This is an optimization exercise on Yosys and OpenROAD, whose aim is small area, a short achievable clock period and few clock cycles per item, not a production implementation. RTL that was checked went through simulation tests only; none was proved equivalent to the original.

==> flow/design.v (excerpt) <==
module qubit_measure (
    input  logic               clk,
    input  logic               rst,
    input  logic               in_valid,
    output logic               in_ready,
    input  logic signed [15:0] in_alpha,
    input  logic signed [15:0] in_beta,
    output logic               out_valid,
    input  logic               out_ready,
    output logic               out_bit,
    output logic [15:0]        out_alpha,
    output logic [15:0]        out_beta,
    output logic               out_err
);
    localparam int LAT = 4;           
    localparam int D   = 6;           
    logic        acc, take, push, res_bit, res_err;
    logic [15:0] lfsr_q, lfsr_nx;
    logic [15:0] a_q, b_q;
    logic [4:1] v_q;
    logic [31:0] p0_d, t_d;
    logic [47:0] xa, xb;
    assign lfsr_nx = lfsr_q[0] ? ((lfsr_q >> 1) ^ 16'hB400) : (lfsr_q >> 1);
    always_ff @(posedge clk) begin
        if (rst) lfsr_q <= 16'hACE1;
        else     lfsr_q <= lfsr_nx;
    end
    logic [15:0] rs0;
    assign rs0 = lfsr_q[0] ? ((lfsr_q >> 1) ^ 16'hB400) : (lfsr_q >> 1);
    logic [17:0] rx;
    logic [7:0]  e1_q, e2_q, en_q;
    logic        er15_q;
    assign rx = {1'b0, rs0, 1'b0};
    always_ff @(posedge clk) begin
        for (int k = 0; k < 8; k++) begin
            e1_q[k] <= rx[2*k+1] ^ rx[2*k];
            e2_q[k] <= (rx[2*k+2] & ~rx[2*k+1] & ~rx[2*k]) | (~rx[2*k+2] & rx[2*k+1] & rx[2*k]);
        end
    end
    always_comb begin
        for (int k = 0; k < 8; k++) en_q[k] = lfsr_q[2*k+1];
    end
    assign er15_q = lfsr_q[15];
    logic pp1;
    logic pp2;
    logic pp3;
    logic pp4;
    logic pp5;
    logic pp6;
    logic pp7;
    logic pp8;
    logic pp9;
    logic pp10;
  ...
Settings: LEC_CHECK=0, CAP_MARGIN=20, CORE_MARGIN=2, CORE_UTILIZATION=40, CTS_CLUSTER_DIAMETER=100, CTS_CLUSTER_SIZE=20, PLACE_DENSITY=0.8, SLEW_MARGIN=20, SYNTH_HIERARCHICAL=1, SYNTH_MINIMUM_KEEP_SIZE=0; clock period 11.0 ns.
standard.sh (not shown) runs the stock make flow with config.mk's settings and CLKGATE_MAP_FILE= SYNTH_SCRIPT=/design/flow/synth_recipe.tcl, a recipe that flattens the netlist after the stock synthesis.
==> flow/flow/run.sh <==
#!/bin/bash
set -euo pipefail
export SETUP_SLACK_MARGIN=7.7
export POST_SYNTH_TCL="$(pwd)/flow/downsize.tcl"
bash standard.sh > standard.log 2>&1
==> flow/flow/downsize.tcl <==
# Run after synthesis (POST_SYNTH_TCL): set every combinational cell that
# synthesis gave a drive strength above 1 to its drive-1 variant. The timing
# repair later sizes up what the critical paths need. Registers keep their
# cell type and size.
set n 0
foreach inst [get_cells *] {
  set m [get_property $inst ref_name]
  if {[regexp {^(sky130_fd_sc_hd__[a-z0-9]+)_([0-9]+)$} $m -> base sz] && $sz > 1} {
    if {[regexp {df|dl|sdf|edf|conb|clkbuf|clkinv|clkdly|tap|fill|decap} $base]} { continue }
    set cand "${base}_1"
    if {[llength [get_lib_cells -quiet */$cand]] > 0} {
      replace_cell $inst $cand
      incr n
    }
  }
}
puts "downsize: $n cells set to drive strength 1"
Testbench counts at the start, summed over its fixed seeds: cycles 2,088, items 2,048.
Change:
==> flow/flow/run.sh (replaced) <==
#!/bin/bash
set -euo pipefail
export SETUP_SLACK_MARGIN=7.6
export POST_SYNTH_TCL="$(pwd)/flow/downsize.tcl"
bash standard.sh > standard.log 2>&1
Settings changed: CTS_BUF_LIST from default to sky130_fd_sc_hd__clkbuf_8, CTS_CLUSTER_DIAMETER 100 to 80, CTS_CLUSTER_SIZE 20 to 12, PLACE_DENSITY 0.8 to 0.75.
Effect: The new run went through all stages and came out clean. Setup slack hardly moves. Routed wire length falls by a few percent. Final cell count falls slightly. Die area does not change. Critical path depth rose by 4. Global-route usage is about the same. Design area goes down by a few percent. Register-to-register slack got worse by 0.02 ns. Count of clock-buffer cells in the layout goes up by 15. Non-clock buffer count falls by 52.
Change:
Settings changed: CTS_BUF_LIST sky130_fd_sc_hd__clkbuf_8 to default, CTS_CLUSTER_DIAMETER 80 to 100, CTS_CLUSTER_SIZE 12 to 20, PLACE_DENSITY 0.75 to 0.88.
The new run finished with timing, DRC and antenna clean; clock skew barely changes; worst setup slack got worse by 0.067 ns; routed wire length grows by 3.1%; design area grows by about 0.7%; hold slack improved by 0.012 ns; via count grows by about 3%; area after synthesis does not change.
Change:
==> flow/flow/run.sh (replaced) <==
#!/bin/bash
set -euo pipefail
export SETUP_SLACK_MARGIN=7.8
export POST_SYNTH_TCL="$(pwd)/flow/downsize.tcl"
bash standard.sh > standard.log 2>&1
Settings changed: PLACE_DENSITY 0.88 to default.
What happened: Final cell count is higher slightly; die area stays the same; routed wire length rose by a little under a tenth; count of clock-buffer cells in the layout came out lower by 3; synthesized area stays the same; worst hold slack degrades by 0.022 ns; final area went up by a few percent; setup slack gains 0.098 ns; clock skew decreases by 0.015 ns.
Change:
==> flow/flow/run.sh (replaced) <==
#!/bin/bash
set -euo pipefail
export SETUP_SLACK_MARGIN=7.6
export POST_SYNTH_TCL="$(pwd)/flow/downsize.tcl"
bash standard.sh > standard.log 2>&1
Settings changed: CTS_BUF_LIST from default to sky130_fd_sc_hd__clkbuf_8, CTS_CLUSTER_SIZE 20 to 15, PLACE_DENSITY from default to 0.75.
After rerunning: The new run produced a clean layout; first-iteration DRC count goes up by 23%; routed wire length fell by 10%; critical path depth is unchanged.

oak:
qubit_measure, a different RTL version from the one above (not shown whole).
For scale: ~28000 um^2 of cells after synthesis.
==> flow/config.mk <==
export PLATFORM = sky130hd
export DESIGN_NAME = qubit_measure
export DESIGN_NICKNAME = qubit_measure
export VERILOG_FILES = /design/flow/design.v
export SDC_FILE = /design/flow/constraint.sdc
export NUM_CORES = 4
export LEC_CHECK = 0
export CAP_MARGIN = 20
export CORE_MARGIN = 2
export CORE_UTILIZATION = 40
export CTS_CLUSTER_SIZE = 30
export SLEW_MARGIN = 20
export SYNTH_HIERARCHICAL = 1
export SYNTH_MINIMUM_KEEP_SIZE = 0
==> flow/constraint.sdc <==
create_clock -name core_clock -period 11.0 [get_ports {clk}]
set_input_delay 2.2000 -clock core_clock [delete_from_list [all_inputs] [get_ports {clk}]]
set_output_delay 2.2000 -clock core_clock [all_outputs]
set_load 0.01 [all_outputs]
==> flow/flow/run.sh <==
#!/bin/bash
# The standard layout (standard.sh) with timing repair aiming for extra
# setup slack, so that the achieved period is short. The clock period and
# constraints stay the design's.
set -euo pipefail
export SETUP_SLACK_MARGIN=7.6
export POST_SYNTH_TCL="$(pwd)/flow/downsize.tcl"
bash standard.sh > standard.log 2>&1
Scripts as last shown in full above: flow/flow/downsize.tcl
Setup changes, oak to pine
- CTS_CLUSTER_SIZE no longer set, was 30
- CORE_UTILIZATION now 60, was 40
## What came out
Reported for pine and oak, final count of pins violating max slew turned out identical to the last digit. Reported for pine and oak, peak fanout along the critical path turned out identical to the last digit. Taking pine over oak, the number of inserted filler cells in the final layout ratio works out to 0.56. pine ran to completion and came out clean on the timing, design-rule and antenna checks. Taking oak as the reference, in pine area added between synthesis and finish moved down; sum of net half-perimeters after detailed placement moved down.
Changes in birch relative to pine:
- swapping 60 for 40 in CORE_UTILIZATION
- putting CTS_CLUSTER_DIAMETER at 120 where nothing was set
- putting CTS_CLUSTER_SIZE at 25 where nothing was set
Notes after the runs:
- Compared with pine, in birch design area went down, sequential portion of the cell area rose by 0.25 points, final cell utilization of the core now smaller, non-clock buffer count grew by 11.
diff inputs: birch => maple
- changing CTS_CLUSTER_SIZE from 25 to 60
- removing CTS_CLUSTER_DIAMETER (formerly 120)
## What came out
Going from birch to maple, clock-cell share of area saw an increase; core occupancy in the finished layout higher; met3 wire length went up by 370 um. Looking at average detailed-routed wire length per instance, maple sits about 0.56% above birch. Fmax: maple higher than birch. [compare] base=birch new=maple: slew at the pin with the worst max-slew slack now smaller. Run comparison: maple worst setup path startpoint sa0_q[16]; birch worst setup path startpoint sa0_q[14].
For cedar, these inputs were changed with respect to maple:
- a change of CTS_CLUSTER_SIZE from 60 to 30
- an added CTS_CLUSTER_DIAMETER of 150
[summary]
cedar vs maple: clock-buffer cell count down
Measured against each other, maple and cedar differ in flop-to-flop setup slack, the lower figure coming from cedar.
The maximum fanout encountered on the critical timing path in cedar was lower than what maple gave.
No run of this note included a check of the RTL's function; only the layout flow was run.

qubit_measure again, from the RTL that the note above started with.
export LEC_CHECK = 0
export CAP_MARGIN = 20
export CORE_MARGIN = 2
export CORE_UTILIZATION = 40
export SLEW_MARGIN = 20
export SYNTH_HIERARCHICAL = 1
export SYNTH_MINIMUM_KEEP_SIZE = 0
create_clock -name core_clock -period 11.0 [get_ports {clk}]
Scripts as last shown in full above: flow/flow/run.sh, flow/flow/downsize.tcl
The starting point completed with no timing, DRC or antenna violations.
Next try:
==> flow/flow/run.sh (replaced) <==
#!/bin/bash
set -euo pipefail
export SETUP_SLACK_MARGIN=7.8
export POST_SYNTH_TCL="$(pwd)/flow/downsize.tcl"
bash standard.sh > standard.log 2>&1
Settings changed: CTS_CLUSTER_DIAMETER set to 100, CTS_CLUSTER_SIZE set to 20.
The changed run went through all stages and came out clean.
Non-clock buffer count came out higher by 43.
Utilization came out higher by 0.46 points.
Count of clock-buffer cells in the layout fell by 29.
Wire length is higher by a few percent.
Worst hold slack gets worse by 0.0070 ns.
Final area climbs slightly.
Via count climbs slightly.
Next try:
==> flow/flow/run.sh (replaced) <==
#!/bin/bash
# The standard layout (standard.sh) with timing repair aiming for extra
# setup slack, so that the achieved period is short. The clock period and
# constraints stay the design's.
set -euo pipefail
export SETUP_SLACK_MARGIN=7.6
export POST_SYNTH_TCL="$(pwd)/flow/downsize.tcl"
bash standard.sh > standard.log 2>&1
After rerunning: Routed wire length shrinks by 3.3%. Die area stays the same. Clock skew barely changes. Synthesized area does not change.
Function was not checked in any run of this note: the RTL went through the layout flow alone.

## afterwards: timing with drivers on the ports
The results above use ideal ports. As a check the final layouts listed here were re-extracted and re-timed, cells and wires unchanged. Step 1 (the two cells are an assumption about what drives the block):
set clk [get_ports {clk}]
set_driving_cell -lib_cell sky130_fd_sc_hd__clkbuf_16 $clk
set_driving_cell -lib_cell sky130_fd_sc_hd__buf_2 [delete_from_list [all_inputs] $clk]
Step 2, shift: input delay + t, output delay - t, t = (earliest + latest rising clock arrival at the registers) / 2. This alone moves slack from input paths to output paths. a / b / c = ideal ports / drivers / drivers and shift; a / b = the first two.
| run | shift t [ns] | setup slack, ns | clock arrival spread, ns | cell pins on the clock port's net |
|---|---|---|---|---|
| the first run of note 1 | 0.633 | 7.634 / 7.573 / 7.186 | 0.027 / 0.026 | 1 |
| the second run of note 1 | 0.676 | 7.636 / 7.600 / 7.045 | 0.045 / 0.045 | 1 |
| the third run of note 1 | 0.629 | 7.569 / 7.569 / 7.300 | 0.039 / 0.039 | 1 |
| the fourth run of note 1 | 0.655 | 7.667 / 7.605 / 7.268 | 0.028 / 0.028 | 1 |
| the fifth run of note 1 | 0.715 | 7.636 / 7.579 / 6.985 | 0.050 / 0.050 | 1 |
| oak | 0.631 | 7.427 / 7.427 / 7.247 | 0.030 / 0.030 | 1 |
| pine | 0.627 | 7.310 / 7.310 / 7.253 | 0.019 / 0.019 | 1 |
| birch | 0.609 | 7.416 / 7.416 / 7.271 | 0.045 / 0.046 | 1 |
| maple | 0.631 | 7.428 / 7.428 / 7.247 | 0.031 / 0.031 | 1 |
| cedar | 0.605 | 7.390 / 7.390 / 7.265 | 0.023 / 0.024 | 1 |
| the first run of note 3 | 0.631 | 7.427 / 7.427 / 7.247 | 0.030 / 0.030 | 1 |
| the second run of note 3 | 0.635 | 7.390 / 7.390 / 7.296 | 0.023 / 0.023 | 1 |
| the third run of note 3 | 0.647 | 7.408 / 7.408 / 7.261 | 0.024 / 0.024 | 1 |
After both steps setup and hold are still met in every run listed. For the fifth run of note 1, which loses most, drivers alone change the setup slack by -0.057 ns; drivers and shift together by -0.651 ns.
